Source: an optimization exercise on an open RTL-to-GDS flow (aim: small area and a short achievable clock period). Production flows keep margins and buffers that such runs may drop. At most, simulation tests tie the RTL to the original design; equivalence was not proved. No activity file was given, so power comes from the tool's default toggle rates.

==> inputs of sierra <==
==> flow/design.v <==
package enc_bridge_pkg;
    typedef logic [31:0] wb_word_t;
    typedef logic [1:0]  in_sym_t;
    typedef logic [5:0]  out_sym_t;
    typedef logic [5:0]  param_sel_t;
    typedef logic [9:0]  blocksize_t;
    typedef logic [9:0]  conf_p_t;
    typedef logic [11:0] conf_q_t;
    typedef struct packed {
        logic     cyc;
        logic     stb;
        logic     we;
        wb_word_t dat;
    } wb_req_t;
    typedef struct packed {
        logic     ack;
        wb_word_t dat;
    } wb_rsp_t;
    typedef struct packed {
        logic    eof;
        logic    bof;
        in_sym_t sym;
    } rx_entry_t;
    typedef struct packed {
        logic     eof;
        logic     bof;
        out_sym_t sym;
    } tx_entry_t;
    typedef struct packed {
        logic      valid;
        rx_entry_t entry;
    } enc_in_t;
    typedef struct packed {
        logic      valid;
        tx_entry_t entry;
    } enc_out_t;
    typedef struct packed {
        blocksize_t blocksize;
        conf_p_t    p;
        conf_q_t    q0;
        conf_q_t    q1;
        conf_q_t    q2;
        conf_q_t    q3;
    } block_conf_t;
    typedef enum logic {
        PHASE_IDLE,
        PHASE_ACK
    } bus_phase_t;
endpackage
`timescale 1ns/10ps
module sym_mem
#(
    parameter int DATA_W = 8,
    parameter int ADDR_W = 8,
    parameter int LO_W   = 4
)
(
    input  logic                        clk,
    input  logic                        i_wr,
    input  logic [ADDR_W-1:0]           i_waddr,
    input  logic [DATA_W-1:0]           i_wdata,
    input  logic [(1 << LO_W)-1:0]          i_rsel_lo,
    input  logic [(1 << (ADDR_W-LO_W))-1:0] i_rsel_hi,
    output logic [DATA_W-1:0]           o_rdata
);
    localparam int NG   = 1 << (ADDR_W - LO_W);
    localparam int NL   = 1 << LO_W;
    logic [DATA_W-1:0] mem [0:(1 << ADDR_W)-1];
    logic [DATA_W-1:0] grp [0:NG-1];
    always_comb
    begin
        for (int g = 0; g < NG; g++)
        begin
            grp[g] = '0;
            for (int i = 0; i < NL; i++)
                grp[g] = grp[g] | (mem[g * NL + i] & {DATA_W{i_rsel_lo[i]}});
        end
        o_rdata = '0;
        for (int g = 0; g < NG; g++)
            o_rdata = o_rdata | (grp[g] & {DATA_W{i_rsel_hi[g]}});
    end
    always_ff @(posedge clk)
    begin
        if (i_wr)
            mem[i_waddr] <= i_wdata;
    end
endmodule
`timescale 1ns/10ps
module block_conf_rom
(
    input  logic                        clk,
    input  logic                        rst,
    input  enc_bridge_pkg::param_sel_t  i_sel,
    output enc_bridge_pkg::block_conf_t o_conf
);
    enc_bridge_pkg::block_conf_t conf_d;
    function automatic enc_bridge_pkg::block_conf_t mk_conf(input int bs, input int p,
                                                            input int q0, input int q1,
                                                            input int q2, input int q3);
        mk_conf = {bs[9:0], p[9:0], q0[11:0], q1[11:0], q2[11:0], q3[11:0]};
    endfunction
    always_comb
    begin
        conf_d = '0;
        if (i_sel < 34)
        begin
            case (i_sel)
                6'd0:  conf_d = mk_conf(14, 9, 3, 11, 51, 19);
                6'd1:  conf_d = mk_conf(38, 17, 3, 23, 63, 11);
                6'd2:  conf_d = mk_conf(51, 23, 3, 23, 107, 107);
                6'd3:  conf_d = mk_conf(55, 23, 3, 43, 131, 115);
                6'd4:  conf_d = mk_conf(59, 23, 3, 11, 23, 219);
                6'd5:  conf_d = mk_conf(62, 23, 3, 35, 63, 63);
                6'd6:  conf_d = mk_conf(69, 25, 3, 7, 111, 103);
                6'd7:  conf_d = mk_conf(84, 23, 3, 7, 83, 71);
                6'd8:  conf_d = mk_conf(85, 23, 3, 55, 255, 215);
                6'd9:  conf_d = mk_conf(93, 25, 3, 31, 111, 107);
                6'd10: conf_d = mk_conf(96, 25, 3, 11, 103, 107);
                6'd11: conf_d = mk_conf(100, 23, 3, 35, 131, 127);
                6'd12: conf_d = mk_conf(108, 29, 3, 19, 123, 123);
                6'd13: conf_d = mk_conf(115, 29, 3, 23, 239, 239);
                6'd14: conf_d = mk_conf(123, 31, 3, 15, 7, 3);
                6'd15: conf_d = mk_conf(128, 31, 3, 7, 135, 131);
                6'd16: conf_d = mk_conf(130, 31, 3, 7, 11, 3);
                6'd17: conf_d = mk_conf(144, 31, 3, 3, 3, 3);
                6'd18: conf_d = mk_conf(170, 33, 3, 63, 523, 515);
                6'd19: conf_d = mk_conf(175, 37, 3, 11, 3, 11);
                6'd20: conf_d = mk_conf(188, 37, 3, 15, 167, 159);
                6'd21: conf_d = mk_conf(192, 37, 3, 7, 183, 123);
                6'd22: conf_d = mk_conf(194, 39, 3, 3, 319, 319);
                6'd23: conf_d = mk_conf(256, 45, 3, 7, 199, 183);
                6'd24: conf_d = mk_conf(264, 43, 3, 3, 27, 11);
                6'd25: conf_d = mk_conf(298, 49, 3, 15, 23, 3);
                6'd26: conf_d = mk_conf(307, 49, 3, 27, 3, 7);
                6'd27: conf_d = mk_conf(333, 49, 3, 23, 3, 23);
                6'd28: conf_d = mk_conf(355, 53, 3, 19, 239, 223);
                6'd29: conf_d = mk_conf(400, 53, 3, 43, 243, 219);
                6'd30: conf_d = mk_conf(438, 59, 3, 7, 247, 243);
                6'd31: conf_d = mk_conf(444, 59, 3, 35, 731, 715);
                6'd32: conf_d = mk_conf(539, 65, 3, 15, 31, 3);
                6'd33: conf_d = mk_conf(59, 23, 3, 11, 23, 219);
                default: conf_d = '0;
            endcase
        end
    end
    always_ff @(posedge clk)
    begin
        if (rst)
            o_conf <= '0;
        else
            o_conf <= conf_d;
    end
endmodule
`timescale 1ns/10ps
module enc_bridge_ctrl
(
    input  logic                    clk,
    input  logic                    rst,
    input  enc_bridge_pkg::wb_req_t i_req,
    output logic                    o_ack,
    output logic                    o_rden,
    output logic                    o_access,
    output logic                    o_rx_push
);
    logic ack;
    logic rden;
    assign o_access  = i_req.cyc && i_req.stb && !ack;
    assign o_rx_push = o_access && i_req.we && i_req.dat[15];
    always_ff @(posedge clk)
    begin
        if (rst)
        begin
            ack  <= 1'b0;
            rden <= 1'b0;
        end
        else
        begin
            ack <= o_access;
            if (o_access)
                rden <= i_req.dat[13];
        end
    end
    assign o_ack  = ack;
    assign o_rden = rden;
endmodule
`timescale 1ns/10ps
module enc_bridge_top
(
    input  logic                        clk,
    input  logic                        rst,
    input  logic [34:0]                 i_req,
    output logic [32:0]                 o_rsp,
    input  logic [5:0]                  i_param_sel,
    output logic [4:0]                  o_enc_in,
    input  logic [8:0]                  i_enc_out,
    output logic [67:0]                 o_conf
);
    localparam int AW = 8;
    enc_bridge_pkg::wb_req_t     req;
    enc_bridge_pkg::enc_out_t    enc_out;
    enc_bridge_pkg::block_conf_t conf;
    assign req     = i_req;
    assign enc_out = i_enc_out;
    assign o_conf  = conf;
    logic access;
    logic rx_push;
    logic ack;
    logic rden;
    enc_bridge_ctrl u_ctrl (
        .clk       (clk),
        .rst       (rst),
        .i_req     (req),
        .o_ack     (ack),
        .o_rden    (rden),
        .o_access  (access),
        .o_rx_push (rx_push)
    );
    block_conf_rom u_conf_rom (
        .clk    (clk),
        .rst    (rst),
        .i_sel  (i_param_sel),
        .o_conf (conf)
    );
    enc_bridge_pkg::rx_entry_t rx_wdata;
    enc_bridge_pkg::rx_entry_t rx_rdata;
    enc_bridge_pkg::rx_entry_t rx_head;       
    enc_bridge_pkg::rx_entry_t rx_head_d;
    logic [AW-1:0]             rx_wp;
    logic [15:0]               rx_r1_lo;      
    logic [15:0]               rx_r1_hi;      
    logic [AW:0]               rx_cnt;
    logic                      rx_empty, rx_one, rx_full;
    logic                      rx_wr, rx_pop, rx_pop_d, rx_last;
    logic                      drain_active, drain_d;
    logic [4:0]                enc_in_q;
    logic [2:0]                rx_rdata_lo;   
    logic                      rx_rdata_eof;
    logic [AW:0]               rx_old;        
    assign rx_wdata.eof = req.dat[7];
    assign rx_wdata.bof = req.dat[6];
    assign rx_wdata.sym = req.dat[1:0];
    assign rx_empty = (rx_cnt == '0);
    assign rx_one   = (rx_cnt == (AW+1)'(1));
    assign rx_full  = rx_cnt[AW];
    assign rx_pop  = drain_active && !rx_empty;
    assign rx_wr   = rx_push && (!rx_full || rx_pop);
    assign rx_last = rx_empty || (rx_one && rx_pop);
    assign drain_d  = (rx_push && req.dat[7]) || (drain_active && !rx_empty);
    assign rx_pop_d = drain_d && (!rx_last || rx_wr);
    always_comb
    begin
        if (rx_last)
            rx_head_d = rx_wdata;
        else if (rx_pop)
            rx_head_d = rx_rdata;
        else
            rx_head_d = rx_head;
    end
    sym_mem #(.DATA_W(3), .ADDR_W(AW)) u_rx_mem (
        .clk       (clk),
        .i_wr      (rx_wr),
        .i_waddr   (rx_wp),
        .i_wdata   (rx_wdata[2:0]),
        .i_rsel_lo (rx_r1_lo),
        .i_rsel_hi (rx_r1_hi),
        .o_rdata   (rx_rdata_lo)
    );
    sym_mem #(.DATA_W(1), .ADDR_W(AW-1)) u_rx_eof (
        .clk       (clk),
        .i_wr      (rx_wr),
        .i_waddr   (rx_wp[AW-2:0]),
        .i_wdata   (rx_wdata.eof),
        .i_rsel_lo (rx_r1_lo),
        .i_rsel_hi (rx_r1_hi[7:0] | rx_r1_hi[15:8]),
        .o_rdata   (rx_rdata_eof)
    );
    assign rx_rdata = {rx_rdata_eof && (rx_old[AW:1] == '0), rx_rdata_lo};
    always_ff @(posedge clk)
    begin
        rx_head <= rx_head_d;
    end
    always_ff @(posedge clk)
    begin
        if (rst)
        begin
            rx_wp        <= '0;
            rx_r1_lo     <= 16'h0002;
            rx_r1_hi     <= 16'h0001;
            rx_cnt       <= '0;
            rx_old       <= '0;
            drain_active <= 1'b0;
            enc_in_q     <= '0;
        end
        else
        begin
            if (rx_wr)
                rx_wp <= rx_wp + 1'b1;
            if (rx_pop)
            begin
                rx_r1_lo <= {rx_r1_lo[14:0], rx_r1_lo[15]};
                if (rx_r1_lo[15])
                    rx_r1_hi <= {rx_r1_hi[14:0], rx_r1_hi[15]};
            end
            if (rx_wr && !rx_pop)
                rx_cnt <= rx_cnt + 1'b1;
            else if (!rx_wr && rx_pop)
                rx_cnt <= rx_cnt - 1'b1;
            if (!drain_active)
                rx_old <= rx_cnt;
            else if (rx_pop && (rx_old != '0))
                rx_old <= rx_old - 1'b1;
            drain_active <= drain_d;
            enc_in_q     <= rx_pop_d ? {1'b1, rx_head_d} : 5'b0;
        end
    end
    assign o_enc_in = enc_in_q;
    enc_bridge_pkg::tx_entry_t tx_rdata;
    enc_bridge_pkg::tx_entry_t tx_head_q;
    logic [AW-1:0]             tx_wp;
    logic [15:0]               tx_r_lo;       
    logic [15:0]               tx_r_hi;       
    logic [AW:0]               tx_cnt;
    logic                      tx_empty, tx_full;
    logic                      tx_wr, tx_pop;
    logic                      frame_ready;
    assign tx_empty = (tx_cnt == '0);
    assign tx_full  = tx_cnt[AW];
    assign tx_pop   = ack && rden && !tx_empty;
    assign tx_wr    = enc_out.valid && (!tx_full || tx_pop);
    sym_mem #(.DATA_W(8), .ADDR_W(AW)) u_tx_mem (
        .clk     (clk),
        .i_wr    (tx_wr),
        .i_waddr (tx_wp),
        .i_wdata (enc_out.entry),
        .i_rsel_lo (tx_r_lo),
        .i_rsel_hi (tx_r_hi),
        .o_rdata (tx_rdata)
    );
    always_ff @(posedge clk)
    begin
        tx_head_q <= tx_empty ? enc_out.entry : tx_rdata;
    end
    always_ff @(posedge clk)
    begin
        if (rst)
        begin
            tx_wp       <= '0;
            tx_r_lo     <= 16'h0001;
            tx_r_hi     <= 16'h0001;
            tx_cnt      <= '0;
            frame_ready <= 1'b0;
        end
        else
        begin
            if (tx_wr)
                tx_wp <= tx_wp + 1'b1;
            if (tx_pop)
            begin
                tx_r_lo <= {tx_r_lo[14:0], tx_r_lo[15]};
                if (tx_r_lo[15])
                    tx_r_hi <= {tx_r_hi[14:0], tx_r_hi[15]};
            end
            if (tx_wr && !tx_pop)
                tx_cnt <= tx_cnt + 1'b1;
            else if (!tx_wr && tx_pop)
                tx_cnt <= tx_cnt - 1'b1;
            if (enc_out.valid && enc_out.entry.eof)
                frame_ready <= 1'b1;
            else if (tx_empty)
                frame_ready <= 1'b0;
        end
    end
    assign o_rsp = {ack, 16'b0, frame_ready, 1'b1, 6'b0, tx_head_q};
endmodule
==> flow/run.sh <==
#!/bin/bash
# synth_recipe.tcl (not shown) runs the flow's synth.tcl, then flattens the netlist and writes it again
# the make line also repeats each setting of config.mk as NAME=value (left out here)
make -C /OpenROAD-flow-scripts/flow DESIGN_CONFIG=/design/flow/config.mk WORK_HOME=/design/flow/orfs CLKGATE_MAP_FILE= SYNTH_SCRIPT=/design/flow/synth_recipe.tcl finish
==> flow/config.mk <==
export PLATFORM = sky130hd
export DESIGN_NAME = enc_bridge_top
export DESIGN_NICKNAME = enc_bridge_top
export VERILOG_FILES = /design/flow/design.v
export SDC_FILE = /design/flow/constraint.sdc
export NUM_CORES = 4
export LEC_CHECK = 0
export CAP_MARGIN = 20
export CORE_MARGIN = 2
export CORE_UTILIZATION = 40
export CTS_CLUSTER_DIAMETER = 100
export CTS_CLUSTER_SIZE = 30
export SETUP_SLACK_MARGIN = 2.9
export SLEW_MARGIN = 20
==> flow/constraint.sdc <==
create_clock -name core_clock -period 5.5 [get_ports {clk}]
set_input_delay 1.1000 -clock core_clock [delete_from_list [all_inputs] [get_ports {clk}]]
set_output_delay 1.1000 -clock core_clock [all_outputs]
set_load 0.01 [all_outputs]
==> inputs of raven, as changes to sierra <==
--- a/flow/design.v
+++ b/flow/design.v
@@ -52,32 +52,16 @@
 #(
     parameter int DATA_W = 8,
-    parameter int ADDR_W = 8,
-    parameter int LO_W   = 4
+    parameter int ADDR_W = 8
 )
 (
-    input  logic                        clk,
-    input  logic                        i_wr,
-    input  logic [ADDR_W-1:0]           i_waddr,
-    input  logic [DATA_W-1:0]           i_wdata,
-    input  logic [(1 << LO_W)-1:0]          i_rsel_lo,
-    input  logic [(1 << (ADDR_W-LO_W))-1:0] i_rsel_hi,
-    output logic [DATA_W-1:0]           o_rdata
+    input  logic              clk,
+    input  logic              i_wr,
+    input  logic [ADDR_W-1:0] i_waddr,
+    input  logic [DATA_W-1:0] i_wdata,
+    input  logic [ADDR_W-1:0] i_raddr,
+    output logic [DATA_W-1:0] o_rdata
 );
-    localparam int NG   = 1 << (ADDR_W - LO_W);
-    localparam int NL   = 1 << LO_W;
     logic [DATA_W-1:0] mem [0:(1 << ADDR_W)-1];
-    logic [DATA_W-1:0] grp [0:NG-1];
-    always_comb
-    begin
-        for (int g = 0; g < NG; g++)
-        begin
-            grp[g] = '0;
-            for (int i = 0; i < NL; i++)
-                grp[g] = grp[g] | (mem[g * NL + i] & {DATA_W{i_rsel_lo[i]}});
-        end
-        o_rdata = '0;
-        for (int g = 0; g < NG; g++)
-            o_rdata = o_rdata | (grp[g] & {DATA_W{i_rsel_hi[g]}});
-    end
+    assign o_rdata = mem[i_raddr];
     always_ff @(posedge clk)
     begin
@@ -227,6 +211,5 @@
     enc_bridge_pkg::rx_entry_t rx_head_d;
     logic [AW-1:0]             rx_wp;
-    logic [15:0]               rx_r1_lo;      
-    logic [15:0]               rx_r1_hi;      
+    logic [AW-1:0]             rx_rp1;        
     logic [AW:0]               rx_cnt;
     logic                      rx_empty, rx_one, rx_full;
@@ -234,7 +217,4 @@
     logic                      drain_active, drain_d;
     logic [4:0]                enc_in_q;
-    logic [2:0]                rx_rdata_lo;   
-    logic                      rx_rdata_eof;
-    logic [AW:0]               rx_old;        
     assign rx_wdata.eof = req.dat[7];
     assign rx_wdata.bof = req.dat[6];
@@ -257,23 +237,12 @@
             rx_head_d = rx_head;
     end
-    sym_mem #(.DATA_W(3), .ADDR_W(AW)) u_rx_mem (
-        .clk       (clk),
-        .i_wr      (rx_wr),
-        .i_waddr   (rx_wp),
-        .i_wdata   (rx_wdata[2:0]),
-        .i_rsel_lo (rx_r1_lo),
-        .i_rsel_hi (rx_r1_hi),
-        .o_rdata   (rx_rdata_lo)
-    );
-    sym_mem #(.DATA_W(1), .ADDR_W(AW-1)) u_rx_eof (
-        .clk       (clk),
-        .i_wr      (rx_wr),
-        .i_waddr   (rx_wp[AW-2:0]),
-        .i_wdata   (rx_wdata.eof),
-        .i_rsel_lo (rx_r1_lo),
-        .i_rsel_hi (rx_r1_hi[7:0] | rx_r1_hi[15:8]),
-        .o_rdata   (rx_rdata_eof)
+    sym_mem #(.DATA_W(4), .ADDR_W(AW)) u_rx_mem (
+        .clk     (clk),
+        .i_wr    (rx_wr),
+        .i_waddr (rx_wp),
+        .i_wdata (rx_wdata),
+        .i_raddr (rx_rp1),
+        .o_rdata (rx_rdata)
     );
-    assign rx_rdata = {rx_rdata_eof && (rx_old[AW:1] == '0), rx_rdata_lo};
     always_ff @(posedge clk)
     begin
@@ -285,8 +254,6 @@
         begin
             rx_wp        <= '0;
-            rx_r1_lo     <= 16'h0002;
-            rx_r1_hi     <= 16'h0001;
+            rx_rp1       <= AW'(1);
             rx_cnt       <= '0;
-            rx_old       <= '0;
             drain_active <= 1'b0;
             enc_in_q     <= '0;
@@ -297,17 +264,9 @@
                 rx_wp <= rx_wp + 1'b1;
             if (rx_pop)
-            begin
-                rx_r1_lo <= {rx_r1_lo[14:0], rx_r1_lo[15]};
-                if (rx_r1_lo[15])
-                    rx_r1_hi <= {rx_r1_hi[14:0], rx_r1_hi[15]};
-            end
+                rx_rp1 <= rx_rp1 + 1'b1;
             if (rx_wr && !rx_pop)
                 rx_cnt <= rx_cnt + 1'b1;
             else if (!rx_wr && rx_pop)
                 rx_cnt <= rx_cnt - 1'b1;
-            if (!drain_active)
-                rx_old <= rx_cnt;
-            else if (rx_pop && (rx_old != '0))
-                rx_old <= rx_old - 1'b1;
             drain_active <= drain_d;
             enc_in_q     <= rx_pop_d ? {1'b1, rx_head_d} : 5'b0;
@@ -318,6 +277,5 @@
     enc_bridge_pkg::tx_entry_t tx_head_q;
     logic [AW-1:0]             tx_wp;
-    logic [15:0]               tx_r_lo;       
-    logic [15:0]               tx_r_hi;       
+    logic [AW-1:0]             tx_rp;
     logic [AW:0]               tx_cnt;
     logic                      tx_empty, tx_full;
@@ -333,6 +291,5 @@
         .i_waddr (tx_wp),
         .i_wdata (enc_out.entry),
-        .i_rsel_lo (tx_r_lo),
-        .i_rsel_hi (tx_r_hi),
+        .i_raddr (tx_rp),
         .o_rdata (tx_rdata)
     );
@@ -346,6 +303,5 @@
         begin
             tx_wp       <= '0;
-            tx_r_lo     <= 16'h0001;
-            tx_r_hi     <= 16'h0001;
+            tx_rp       <= '0;
             tx_cnt      <= '0;
             frame_ready <= 1'b0;
@@ -356,9 +312,5 @@
                 tx_wp <= tx_wp + 1'b1;
             if (tx_pop)
-            begin
-                tx_r_lo <= {tx_r_lo[14:0], tx_r_lo[15]};
-                if (tx_r_lo[15])
-                    tx_r_hi <= {tx_r_hi[14:0], tx_r_hi[15]};
-            end
+                tx_rp <= tx_rp + 1'b1;
             if (tx_wr && !tx_pop)
                 tx_cnt <= tx_cnt + 1'b1;
Settings changed: CTS_CLUSTER_DIAMETER 100 to default, CTS_CLUSTER_SIZE 30 to default, SETUP_SLACK_MARGIN 2.9 to 0.2.
==> results.txt <==
- Between sierra and raven, the lower sequential power is in sierra (gap about 3%, measured against raven).
- In sierra the global-route usage is higher than in raven, by 6.2 points.
- Of raven and sierra, sierra has the higher via count (gap about 12%, measured against sierra).
- Between raven and sierra, the lower final cell count is in raven (gap about 0.6%, measured against sierra).
- Between raven and sierra, the lower fmax is in raven (gap 25%, measured against sierra).
- Of raven and sierra, raven has the higher total power (gap 28%, measured against sierra).
==> figures <==
Status: raven no timing/DRC/antenna violations; sierra no timing/DRC/antenna violations
Termination of the worst setup path: raven enc_in_q[2]; sierra tx_cnt[8]
Vias per Instance: raven 5.622; sierra 6.366
Vias after detailed routing: raven 63,133; sierra 71,908
Insertion delay of the later-clocked pin in the worst-skew pair: raven 920 ps; sierra 940 ps
Count of buffer and inverter cells on the critical path: raven 0; sierra 3
Net count, final: raven 6,873; sierra 7,518
Proportion of cell area occupied by registers: raven 66.05%; sierra 67.71%
Non-Clock Inverter Count: raven 28; sierra 26
Global router's overall resource usage: raven 18.46%; sierra 24.68%
Detailed-routing wirelength on met1: raven 127,300 um; sierra 149,500 um
Clock Network Area Fraction: raven 7.572%; sierra 2.614%
Final HPWL from detailed placement: raven 183,200 um; sierra 209,800 um
CTS sink cnt: raven 3,193; sierra 3,106
No functional check of the RTL was part of sierra.

-- static timing again, ports no longer ideal --
Ports are ideal in the flow. The routed layouts listed here were re-timed in OpenROAD. Step 1, drivers: a clkbuf_16 drives clk and a buf_2 each remaining input, both assumed. Step 2 moves the port delays by t, midway between the first and last clock arrival at a register: inputs arrive t later, outputs are due t later. That takes back most of the time a late clock gives input paths. a / b / c = ideal / step 1 / step 2; a / b = the first two.
run	t, ns	setup WS [ns]	pins driven straight from the clock port
sierra	0.986	2.533 / 2.533 / 1.591	1
raven	0.973	1.528 / 1.528 / 1.190	1
After both steps every run listed still meets setup and hold. For sierra, which loses most, drivers alone change the setup slack by 0.000 ns; drivers and shift together by -0.942 ns.
